From an optimization exercise on the open Yosys and OpenROAD flow, aimed at small area, a short achievable clock period and few clock cycles per item; shortcuts taken in it are not production practice. In this exercise RTL edits were held to simulation tests only and were not proved equivalent to the original. No activity file was given, so power comes from the tool's default toggle rates.

===== design/flow/run.sh =====
#!/bin/bash
# synth_recipe.tcl (not shown) runs the flow's synth.tcl, then flattens the netlist and writes it again
# the make line also repeats each setting of config.mk as NAME=value (left out here)
make -C /OpenROAD-flow-scripts/flow DESIGN_CONFIG=/design/flow/config.mk WORK_HOME=/design/flow/orfs CLKGATE_MAP_FILE= SYNTH_SCRIPT=/design/flow/synth_recipe.tcl finish

===== design/flow/config.mk =====
export PLATFORM = sky130hd
export DESIGN_NAME = mem_bank_responder
export DESIGN_NICKNAME = mem_bank_responder
export VERILOG_FILES = /design/flow/design.v
export SDC_FILE = /design/flow/constraint.sdc
export NUM_CORES = 4
export LEC_CHECK = 0
export CAP_MARGIN = 20
export CORE_MARGIN = 2
export CORE_UTILIZATION = 40
export PLACE_DENSITY = 0.6
export SLEW_MARGIN = 20

===== design/flow/constraint.sdc =====
create_clock -name core_clock -period 6.0 [get_ports {CLK100MHZ}]
set_input_delay 1.2000 -clock core_clock [delete_from_list [all_inputs] [get_ports {CLK100MHZ}]]
set_output_delay 1.2000 -clock core_clock [all_outputs]
set_load 0.01 [all_outputs]

===== design/flow/design.v =====
module mem_bank_responder #(
   parameter int                DATA_W      = 16,
   parameter int                ADDR_W      = 8,
   parameter int                WAIT_CYCLES = 2,
   parameter logic [ADDR_W-1:0] PROT_LIMIT  = ADDR_W'(8'h40)
) (
   input  logic              CLK100MHZ,
   input  logic              RST,
   input  logic              mb_sel,
   input  logic [ADDR_W-1:0] pc_addr,
   input  logic [ADDR_W-1:0] mb_addr,
   input  logic              mb_read,
   input  logic              mb_write,
   input  logic [DATA_W-1:0] mb_wdata,
   output logic [DATA_W-1:0] mb_rdata,
   output logic              mb_ack,
   output logic              mb_busy,
   output logic              mb_err
);
   localparam int DEPTH = 1 << ADDR_W;
   localparam bit PROT_EN = 1'b0;
   localparam logic [2:0] S_IDLE   = 3'd0;
   localparam logic [2:0] S_WAIT   = 3'd1;
   localparam logic [2:0] S_ACCESS = 3'd2;
   localparam logic [2:0] S_RESP   = 3'd3;
   localparam logic [2:0] S_HOLD   = 3'd4;
   logic [2:0]        state;
   logic [3:0]        wait_cnt;
   logic              strobe_q;      
   logic              armed;         
   logic              req_read;      
   logic              req_write;
   logic              req_reject;
   logic [ADDR_W-1:0] req_addr;
   logic [DATA_W-1:0] req_wdata;
   logic [DATA_W-1:0] mem [DEPTH];
   logic              strobe_any;
   logic              req_edge;
   logic [ADDR_W-1:0] sel_addr;
   logic              reject_now;
   assign strobe_any = mb_read | mb_write;
   assign sel_addr   = mb_sel ? mb_addr : pc_addr;
   assign req_edge   = strobe_any & ~strobe_q & armed;
   assign reject_now = (mb_read & mb_write)
                     | (PROT_EN & mb_write & ~mb_read & (sel_addr < PROT_LIMIT));
   always_ff @(posedge CLK100MHZ) begin
      if (RST) begin
         state      <= S_IDLE;
         wait_cnt   <= '0;
         strobe_q   <= 1'b0;
         armed      <= 1'b0;
         req_read   <= 1'b0;
         req_write  <= 1'b0;
         req_reject <= 1'b0;
         req_addr   <= '0;
         req_wdata  <= '0;
         mb_rdata   <= '0;
         mb_ack     <= 1'b0;
         mb_busy    <= 1'b0;
         mb_err     <= 1'b0;
      end else begin
         strobe_q <= strobe_any;
         if (!strobe_any) begin
            armed <= 1'b1;
         end
         mb_ack <= 1'b0;
         mb_err <= 1'b0;
         case (state)
            S_IDLE: begin
               if (req_edge) begin
                  req_read   <= mb_read & ~reject_now;
                  req_write  <= mb_write & ~reject_now;
                  req_reject <= reject_now;
                  req_addr   <= sel_addr;
                  req_wdata  <= mb_wdata;
                  mb_busy    <= 1'b1;
                  if (WAIT_CYCLES == 0) begin
                     state <= S_ACCESS;
                  end else begin
                     wait_cnt <= 4'(WAIT_CYCLES);
                     state    <= S_WAIT;
                  end
               end
            end
            S_WAIT: begin
               if (wait_cnt <= 4'd1) begin
                  state <= S_ACCESS;
               end else begin
                  wait_cnt <= wait_cnt - 4'd1;
               end
            end
            S_ACCESS: begin
               if (req_read) begin
                  mb_rdata <= mem[req_addr];
               end
               state <= S_RESP;
            end
            S_RESP: begin
               mb_ack <= 1'b1;
               mb_err <= req_reject;
               state  <= S_HOLD;
            end
            S_HOLD: begin
               if (!strobe_any) begin
                  mb_busy <= 1'b0;
                  state   <= S_IDLE;
               end
            end
            default: begin
               mb_busy <= 1'b0;
               state   <= S_IDLE;
            end
         endcase
      end
   end
   always_ff @(posedge CLK100MHZ) begin
      if (state == S_ACCESS && req_write) begin
         mem[req_addr] <= req_wdata;
      end
   end
endmodule

==> qor.txt, run 1 <==
postcts setup bufs: 0
main combinational cell family by area after synthesis: multiplexers
RSZ-0062 raised after global routing: false
Async SR Flop Fraction: 0
Yosys Warn Count: 1
Post-synth EDFFs: 4096
GRT Residual Overflow: 0
post-route ant nets: 0
Synth Net Count: 7370
Via-to-Cell Ratio: 5.96
initial drt markers: 11.3k
period utilization: 0.777
list of most frequent post-synthesis cells: edfxtp_1, mux4_2, nor2_1, mux2i_1, nand2_1
DR vias: 80.1k
#FFs+latches synth: 4151
Max FO, Critical Path: 39
Clock transition at path regs: 0.06 ns
CTS tree: built
quantity of I/O buffers inserted on ports: 55
top-count cell post-synth: edfxtp_1
Netlist cell types: 75
post-synth top area share: 0.769
area grow syn2layout: 14.0%
share of layout cells above drive strength 1: 0.271
CTS max path bufs: 4
post-CTS sizing: 0
Post-Route WL: 448000 µm
WP data arrival: 5.55 ns
wire length of the first global-routing pass: 627000 µm
# Max-Cap Violations: 0
CTS root buffer: clkbuf_16
Power Dens Cells: 339 nW/µm²
Clk pwr share: 0.414
count of final setup violators: 0
largest net degree at the start of global routing: 176
sequential-to-total area share from yosys stat: 0.776
total track usage: 0.218
Hold Buf Count CTS: 0
Final Skew: 0.0587 ns
Worst Max-Slew Pin Slew: 1.32 ns
Critical Path RT: 6.88 ns
Synth Area per Inst: 21.8 µm²
CTS sink cnt: 4151
synth top area cells: edfxtp_1, mux4_2, mux2i_1
WL met1: 178000 µm
post-route cell area: 182000 µm²
I/O pins: 56
Leak Pwr: 57.9 nW
post-synthesis xor/xnor area fraction: 0.000219
fin util: 0.457
Crit path largest cell delay: 0.87 ns
startpoint types: flop
Crit. Startpoint: req_addr[5]
mux cell area share after synthesis: 0.159
Crit. End Element: flop
fill cell count: 32.9k
Synth Area in Compound Gates: 0.0250
Residual DRC: 0
Post-Synthesis Cells: 7331
Fmax: 214 MHz
GPL Wtd Cong: 0.884
Min Clock Period, post-route: 4.66 ns
hold_sp: req_reject
peak supply drop: 273 µV
H-tree levels: 5
WS Path Type: flop to flop
nets: 7864
top_reg_cell synth: edfxtp_1
Hold Fails Final Rpt: 0
Gate power share: 0.068
worst hold-check path type: flop to flop
Pwr Total: 61.8 mW
drt wl/cell: 33.3 µm
Switching Fraction: 0.225
Pre-Repair DR Iteration Count: 5
vias in the first global route: 79.2k
max layer used: met5
Placed Instance Area: 169000 µm²
die height: 636 µm
synthesized cell area: 160000 µm²
Core Region: 399000 µm²
worst skew pair latency: 0.98 ns
P_int: 47.9 mW
initial antenna violation count: 23
status: no timing/DRC/antenna violations
post-synthesis adder-cell area fraction: 0.000156
max_slew headroom: 0.122
die area: 405000 µm²
Net Sw Power: 13.9 mW
Final Max Tran Viols: 0
Slowest cell on crit path: nor2_4
Initial Utilization: 0.401
met3 WL: 41600 µm
Flop pwr share: 0.517
setup TNS: 0 ns
simple-gate share of the synthesized area: 0.0231
Yosys top cell by area: edfxtp_1
dpl hpwl: 276000 µm
cell row count: 232
CTS Buf Count: 410
crit-path cells: buf_4, nand2_1, nor2_4, a221oi_1, a21oi_1, nor2_1, a311oi_1
met2 WL: 209000 µm
Die X: 636 µm
R2R Path Start: req_addr[5]
==> flip-flops by register name (all words and copies together), names as in the netlist, 3 cells and up <==
| signal | count |
|---|---|
| mem | 4096 |
| mb_rdata | 16 |
| req_wdata | 16 |
| req_addr | 8 |
| wait_cnt | 4 |
| state | 3 |
==> cells in the final DEF (no fill, tap or decap), types with 14 or more instances in the layout <==
master	netlist	routed
a2111oi_0	17	14
a211oi_1	26	24
a21oi_1	102	102
a221oi_1	29	29
a22oi_1	65	65
a311oi_1	17	17
a31oi_1	21	21
a32oi_1	40	40
and3_1	15	14
buf_12	3	37
buf_4	112	415
bufinv_16	0	39
clkbuf_1	122	81
clkbuf_16	0	416
clkdlybuf4s50_1	0	54
clkinv_1	2	91
clkinv_2	0	86
dfxtp_1	55	31
dfxtp_4	0	22
edfxtp_1	4096	4096
mux2_2	30	30
mux2i_1	290	290
mux4_2	971	971
nand2_1	260	247
nand3_1	48	46
nor2_1	380	282
nor2_2	0	79
nor2_4	0	19
nor3_1	37	36
o21ai_0	69	67
o22a_1	18	18
o22ai_1	94	94
==> layer usage <==
metal  up-vias  GRT usage
met5         -          0
met4         8     0.0804
met3       722     0.0405
met2      4288      0.339
met1     43180      0.306
li1      31862          -
==> power groups by stage <==
stage / Sequential [mW] / Clock (mW) / Combinational [mW]
after global placement: 32.6 / 0 / 4.17
after detailed placement: 32.6 / 0 / 4.22
final: 32.0 / 25.6 / 4.23
after global routing: 32.0 / 27.0 / 4.40
after CTS: 32.0 / 25.9 / 4.23
after floorplan: 32.7 / 0 / 2.46
==> critical path: cells and delay by family, from the launching register on <==
| family | cells | cell delay, ns |
|---|---|---|
| AO/OA/AOI/OAI | 3 | 1.18 |
| buffers and inverters | 1 | 0.62 |
| flip-flops | 1 | 0.69 |
| AND/OR/NAND/NOR | 3 | 1.95 |
==> final cells by class <==
cell class,instances,area [µm²],area share
antenna,7,17.5,0.0000960
clock buffer,505,10800,0.0593
clock inverter,254,2540,0.0139
inverter,13,63.8,0.000350
multi-input combinational,2734,33600,0.184
sequential,4151,124000,0.681
tap,5265,6590,0.0361
timing repair buffer,515,4540,0.0249
==> final timing paths <==
check | endpoint | slack (ns) | depth (start not counted)
setup reg to reg | mb_rdata[8] | 1.34 | 7
setup / recovery | mb_rdata[8] | 1.34 | 7
hold reg to reg | req_reject | 0.46 | 2
hold / removal | req_reject | 0.46 | 2
==> kinds of logic (layout without fill, tap and decap cells) <==
family,count (synthesis),in the layout
buffers and inverters,446,1287
XOR/XNOR,4,4
multiplexers,1302,1302
AO/OA/AOI/OAI,578,578
flip-flops,4151,4151
AND/OR/NAND/NOR,848,848
adder cells (fa/ha/maj),2,2
other,0,7
==> through the flow <==
stage	setup slack [ns]	instances	hold slack (ns)
after floorplan	1.75	7331	0.427
after detailed placement	1.43	12676	0.449
final	1.34	13444	0.455
after CTS	1.40	13435	0.458
after global routing	1.40	13438	0.483
after global placement	0.868	12668	0.434
Testbench counts, summed over its fixed seeds: cycles 95,984, items 12,000.
==> run 2, diff against run 1 <==
==> design/flow/design.v (replaced) <==
module mem_bank_responder #(
   parameter int                DATA_W      = 16,
   parameter int                ADDR_W      = 8,
   parameter int                WAIT_CYCLES = 2,    
   parameter logic [ADDR_W-1:0] PROT_LIMIT  = ADDR_W'(8'h40)
) (
   input  logic              CLK100MHZ,
   input  logic              RST,
   input  logic              mb_sel,
   input  logic [ADDR_W-1:0] pc_addr,
   input  logic [ADDR_W-1:0] mb_addr,
   input  logic              mb_read,
   input  logic              mb_write,
   input  logic [DATA_W-1:0] mb_wdata,
   output logic [DATA_W-1:0] mb_rdata,
   output logic              mb_ack,
   output logic              mb_busy,
   output logic              mb_err
);
   localparam int DEPTH = 1 << ADDR_W;
   localparam int LO_W  = 4;                   
   localparam int HI_W  = ADDR_W - LO_W;       
   localparam int NGRP  = 1 << HI_W;
   localparam int GSZ   = 1 << LO_W;
   localparam bit PROT_EN = 1'b0;
   localparam int NPAIR = DEPTH / 2;
   logic              strobe_q;      
   logic              armed;         
   logic              ack_q;
   logic              err_q;
   logic              wr_q;          
   logic              wr2_q;         
   logic [ADDR_W-1:0] waddr_q;
   logic [DATA_W-1:0] wdata_q;
   logic              phase;         
   logic              phase_init;    
   logic [DATA_W-1:0] front [NPAIR];
   logic [DATA_W-1:0] back  [NPAIR];
   logic              strobe_any;
   logic              req_edge;
   logic [ADDR_W-1:0] sel_addr;
   logic [ADDR_W-1:0] phys_addr;     
   logic              reject_now;
   logic              commit;
   logic [GSZ-1:0]    lo_oh;
   logic [NGRP-1:0]   hi_oh;
   logic [DATA_W-1:0] rd_grp [NGRP];
   logic [DATA_W-1:0] rd_d;
   assign strobe_any = mb_read | mb_write;
   assign sel_addr   = mb_sel ? mb_addr : pc_addr;
   assign phys_addr  = {sel_addr[ADDR_W-1:1], sel_addr[0] ^ phase};
   assign req_edge   = strobe_any & ~strobe_q & armed;
   assign reject_now = (mb_read & mb_write)
                     | (PROT_EN & mb_write & ~mb_read & (sel_addr < PROT_LIMIT));
   always_ff @(posedge CLK100MHZ) begin
      if (RST) begin
         strobe_q <= 1'b0;
         armed    <= 1'b0;
         ack_q    <= 1'b0;
         err_q    <= 1'b0;
         wr_q     <= 1'b0;
         wr2_q    <= 1'b0;
      end else begin
         strobe_q <= strobe_any;
         if (!strobe_any) begin
            armed <= 1'b1;
         end
         ack_q <= req_edge;
         err_q <= req_edge & reject_now;
         wr_q  <= req_edge & mb_write & ~reject_now;
         wr2_q <= wr_q & ~commit;
      end
   end
   always_ff @(posedge CLK100MHZ) begin
      if (!RST || phase_init) begin
         phase <= ~phase;
      end else begin
         phase      <= 1'b0;
         phase_init <= 1'b1;
      end
   end
   always_comb begin
      for (int i = 0; i < GSZ; i++) lo_oh[i] = (phys_addr[LO_W-1:0] == LO_W'(i));
      for (int g = 0; g < NGRP; g++) hi_oh[g] = (phys_addr[ADDR_W-1:LO_W] == HI_W'(g));
      rd_d = '0;
      for (int g = 0; g < NGRP; g++) begin
         rd_grp[g] = '0;
         for (int i = 0; i < GSZ; i += 2) begin
            rd_grp[g] = rd_grp[g]
                      | ({DATA_W{lo_oh[i]}}   & front[(g*GSZ + i) / 2])
                      | ({DATA_W{lo_oh[i+1]}} & back[(g*GSZ + i) / 2]);
         end
         rd_d = rd_d | ({DATA_W{hi_oh[g]}} & rd_grp[g]);
      end
   end
   always_ff @(posedge CLK100MHZ) begin
      waddr_q  <= sel_addr;
      wdata_q  <= mb_wdata;
      mb_rdata <= rd_d;
   end
   assign mb_ack  = ack_q;
   assign mb_busy = ack_q;
   assign mb_err  = err_q;
   assign commit = (wr_q & (waddr_q[0] ^ phase)) | wr2_q;
   always_ff @(posedge CLK100MHZ) begin
      for (int k = 0; k < NPAIR; k++) begin
         back[k]  <= front[k];
         front[k] <= (commit && waddr_q[ADDR_W-1:1] == (ADDR_W-1)'(k)) ? wdata_q : back[k];
      end
   end
endmodule
--- a/design/flow/config.mk
+++ b/design/flow/config.mk
@@ -9,4 +9,6 @@
 export CORE_MARGIN = 2
-export CORE_UTILIZATION = 40
-export PLACE_DENSITY = 0.6
+export CORE_UTILIZATION = 55
+export PLACE_DENSITY = 0.7
+export SETUP_SLACK_MARGIN = 3.2
 export SLEW_MARGIN = 20
+export TNS_END_PERCENT = 100
==> qor.txt, run 2 <==
fill cell count: 16.7k (-49%)
initial antenna violation count: 21 (-8.7%)
most common cell after layout, fill and taps aside: dfxtp_1
area of the multi-input gates: 51000 µm² (+52%)
startpoint types: input port
RSZ-0062 raised after global routing: true
largest net degree at the start of global routing: 83 (-53%)
crit-path cells: buf_2, buf_12, buf_4, mux2i_1, buf_4, inv_1, nor2_1, nand2_2, buf_4, a31oi_1, buf_4, nor4_2, buf_4, nand4_1
CTS sink cnt: 4143 (-0.19%)
Largest delay share family, worst path: buffers and inverters
Min Clock Period, post-route: 3.43 ns (-1.24 ns)
most frequent CP cell: buf_4
Synth Net Count: 10.1k (+38%)
fin cells: 13.9k (+3.0%)
WP data arrival: 4.34 ns (-1.21 ns)
Crit. End Element: flop
Max FO, Critical Path: 11 (-72%)
GRT Residual Overflow: 0 (unchanged)
nets: 10.4k (+32%)
slack of the critical path: 2.57 ns (+1.24 ns)
die height: 497 µm (-22%)
worst hold-check path type: flop to flop
DP Worst Slack: 0.210 ns (-1.22 ns)
share of layout cells above drive strength 1: 0.373 (+0.102)
Residual DRC: 0 (unchanged)
cell row count: 180 (-22%)
top_reg_cell synth: dfxtp_1
Gate power share: 0.032 (-0.036)
Yosys top cell by area: dfxtp_1
Post-synth EDFFs: 0 (-100%)
Synth Area per Inst: 13.2 µm² (-40%)
Placed Instance Area: 140000 µm² (-17%)
Async SR Flop Fraction: 0 (unchanged)
Yosys Warn Count: 4 (+3)
drt wl/cell: 32.6 µm (-2.0%)
CTS root buffer: clkbuf_16
CTS Buf Count: 407 (-0.73%)
sequential-to-total area share from yosys stat: 0.622 (-0.154)
peak supply drop: 370 µV (+36%)
CTS tree: built
status: no timing/DRC/antenna violations
P_int: 43.8 mW (-8.6%)
Post-Route WL: 452000 µm (+0.94%)
Netlist cell types: 46 (-39%)
Post-Synthesis Cells: 10.1k (+38%)
Flop pwr share: 0.494 (-0.023)
Switching Fraction: 0.219 (-0.00641)
# Max-Cap Violations: 0 (unchanged)
synthesized cell area: 133000 µm² (-17%)
I/O pins: 56 (unchanged)
WS Path Type: input port to flop
Pre-Repair DR Iteration Count: 9 (+4)
Clk pwr share: 0.474 (+0.060)
CTS max path bufs: 4 (unchanged)
Slowest cell on crit path: nand2_2
Worst Max-Slew Pin Slew: 1.16 ns (-0.158 ns)
Power Dens Cells: 350 nW/µm² (+3.2%)
max_slew headroom: 0.227 (+0.106)
area grow syn2layout: 20.2%
Die X: 497 µm (-22%)
GPL Wtd Cong: 0.910 (+3.0%)
Core Region: 241000 µm² (-40%)
placed insts: 12.9k (+1.8%)
H-tree levels: 5 (unchanged)
Initial Utilization: 0.554 (+0.153)
Final Skew: 0.0912 ns (+0.0325 ns)
Via-to-Cell Ratio: 6.67 (+12%)
#FFs+latches synth: 4143 (-0.19%)
Buf/Inv on CP: 8 (+7)
list of most frequent post-synthesis cells: dfxtp_1, mux2_2, clkbuf_1, a22o_1, a22oi_1
biggest registers after layout: back x2048, front x2048
Clock transition at path regs: 0.07 ns (about the same)
vias in the first global route: 94.0k (+19%)
dpl hpwl: 259000 µm (-6.2%)
Final Max Tran Viols: 0 (unchanged)
post-route cell area: 160000 µm² (-12%)
post-route ant nets: 0 (unchanged)
worst skew pair latency: 1.02 ns (+0.04 ns)
count of final setup violators: 0 (unchanged)
Critical Path RT: 6.91 ns (+0.03 ns)
period utilization: 0.571 (-0.206)
synth top area cells: dfxtp_1, mux2_2, a22o_1
die area: 247000 µm² (-39%)
DR vias: 92.4k (+15%)
wire length of the first global-routing pass: 645000 µm (+2.9%)
Pwr Total: 56.1 mW (-9.3%)
quantity of I/O buffers inserted on ports: 55 (unchanged)
Hold Fails Final Rpt: 0 (unchanged)
Net Sw Power: 12.3 mW (-12%)
total track usage: 0.353 (+0.135)
post-synth top area share: 0.622 (-0.147)
commonest non-fill, non-tap cells in the layout: dfxtp_1, mux2_2, a22o_1
Crit path largest cell delay: 0.53 ns (-0.34 ns)
setup TNS: 0 ns (unchanged)
Fmax: 292 MHz (+36%)
Storage cell area: 83100 µm² (-33%)
top-count cell post-synth: dfxtp_1
Leak Pwr: 63.2 nW (+9.3%)
initial drt markers: 11.3k (-0.27%)
run 2: cell count changes after synthesis, sizes merged, moves of 320 or more:
cell,change
mux4,-982
nor2,-320
a22o,+640
a22oi,+447
edfxtp,-4096
dfxtp,+4088
clkbuf,+548
mux2,+2019
a221oi,+354
run 2: worst paths after layout:
| check | from | endpoint | cells past startpoint | slack (ns) |
|---|---|---|---|---|
| max | mb_sel | mb_rdata[6] | 14 | 2.57 |
| max reg2reg | phase | mb_rdata[9] | 13 | 2.59 |
| min reg2reg | front[37][3] | back[37][3] | 0 | 0.30 |
| min | front[37][3] | back[37][3] | 0 | 0.30 |
run 2: power groups by stage:
stage,combinational (mW),sequential [mW],clock (mW)
floorplan,0.728,28.2,0
global placement,1.36,28.3,0
detailed placement,1.37,28.3,0
CTS,1.63,27.7,26.6
global route,1.79,27.7,27.7
finish,1.81,27.7,26.6
run 2: logic make-up after synthesis:
family | count (synthesis) | synth area share
xor gates and xnor gates | 5 | 0.000441
muxes | 2182 | 0.183
buffers and inverters | 904 | 0.0274
and+or+nand+nor | 435 | 0.0169
AOI/OAI and AO/OA | 2443 | 0.151
DFF | 4143 | 0.622
run 2: worst register-to-register path, stage by stage, from the launching register on:
cell	delay [ns]
dfxtp_4	0.52
xnor2_4	0.19
buf_4	0.16
o22ai_4	0.06
buf_12	0.16
buf_16	0.16
buf_4	0.16
bufbuf_16	0.30
a22oi_1	0.17
a21oi_1	0.11
nor3_1	0.20
a31oi_1	0.24
nor4_2	0.63
nand4_1	0.15
run 2: stage by stage:
step / utilization / hold WS, ns
2_1_floorplan: - / 0.330
3_3_place_gp: 0.579 / 0.332
3_5_place_dp: 0.579 / 0.335
4_1_cts: 0.658 / 0.293
5_1_grt: 0.665 / 0.304
6_report: 0.665 / 0.304
run 2: final cells by class:
class,instances,area share
timing repair buffer,705,0.0517
sequential,4143,0.518
clock inverter,152,0.0127
tap,3185,0.0249
clock buffer,577,0.0742
antenna,10,0.000156
multi-input combinational,5073,0.318
inverter,9,0.000211
run 2: per-layer routing:
metal / global-route usage / vias to the layer above / wire length, µm
met5: 0 / - / 75
met4: 0.197 / 10 / 27200
met3: 0.0751 / 1336 / 46600
met2: 0.546 / 5254 / 200000
met1: 0.459 / 46717 / 178000
li1: - / 39065 / -
run 2: timing repair:
action	in CTS	in global routing
pin swaps	153	90
hold buffers	0	0
setup endpoints to repair	2083	1336
gates cloned	33	15
gates resized for setup	695	166
buffers inserted	123	38
Testbench counts of run 2, summed over its fixed seeds: cycles 35,992, items 12,000.

[port drivers added, routing unchanged]
The flow's constraints put no driver on any port. The routed layouts listed below were extracted and timed again, unchanged, in two steps. Step 1 sets driving cells, clkbuf_16 on the clock port and buf_2 on the other inputs (assumed; they add their load-dependent delay and slew). Step 2 adds t to the input delays and takes it off the output delays; t is the mean of the earliest and latest rising clock arrival at the registers after step 1. Input paths then give back, and output paths get back, about the clock's delay inside the block. Slacks: no drivers / after step 1 / after step 2; pairs: no drivers / after step 1.
run	shift t [ns]	slack for setup (ns)	worst setup path at the end
run 1	1.069	1.337 / 1.337 / 1.337	register to register
run 2	1.081	2.573 / 2.570 / 1.489	input to register
After both steps setup and hold are still met in every run listed. The setup slack of run 2, which loses most, moves by -0.003 ns with the drivers and by -1.084 ns with both steps.
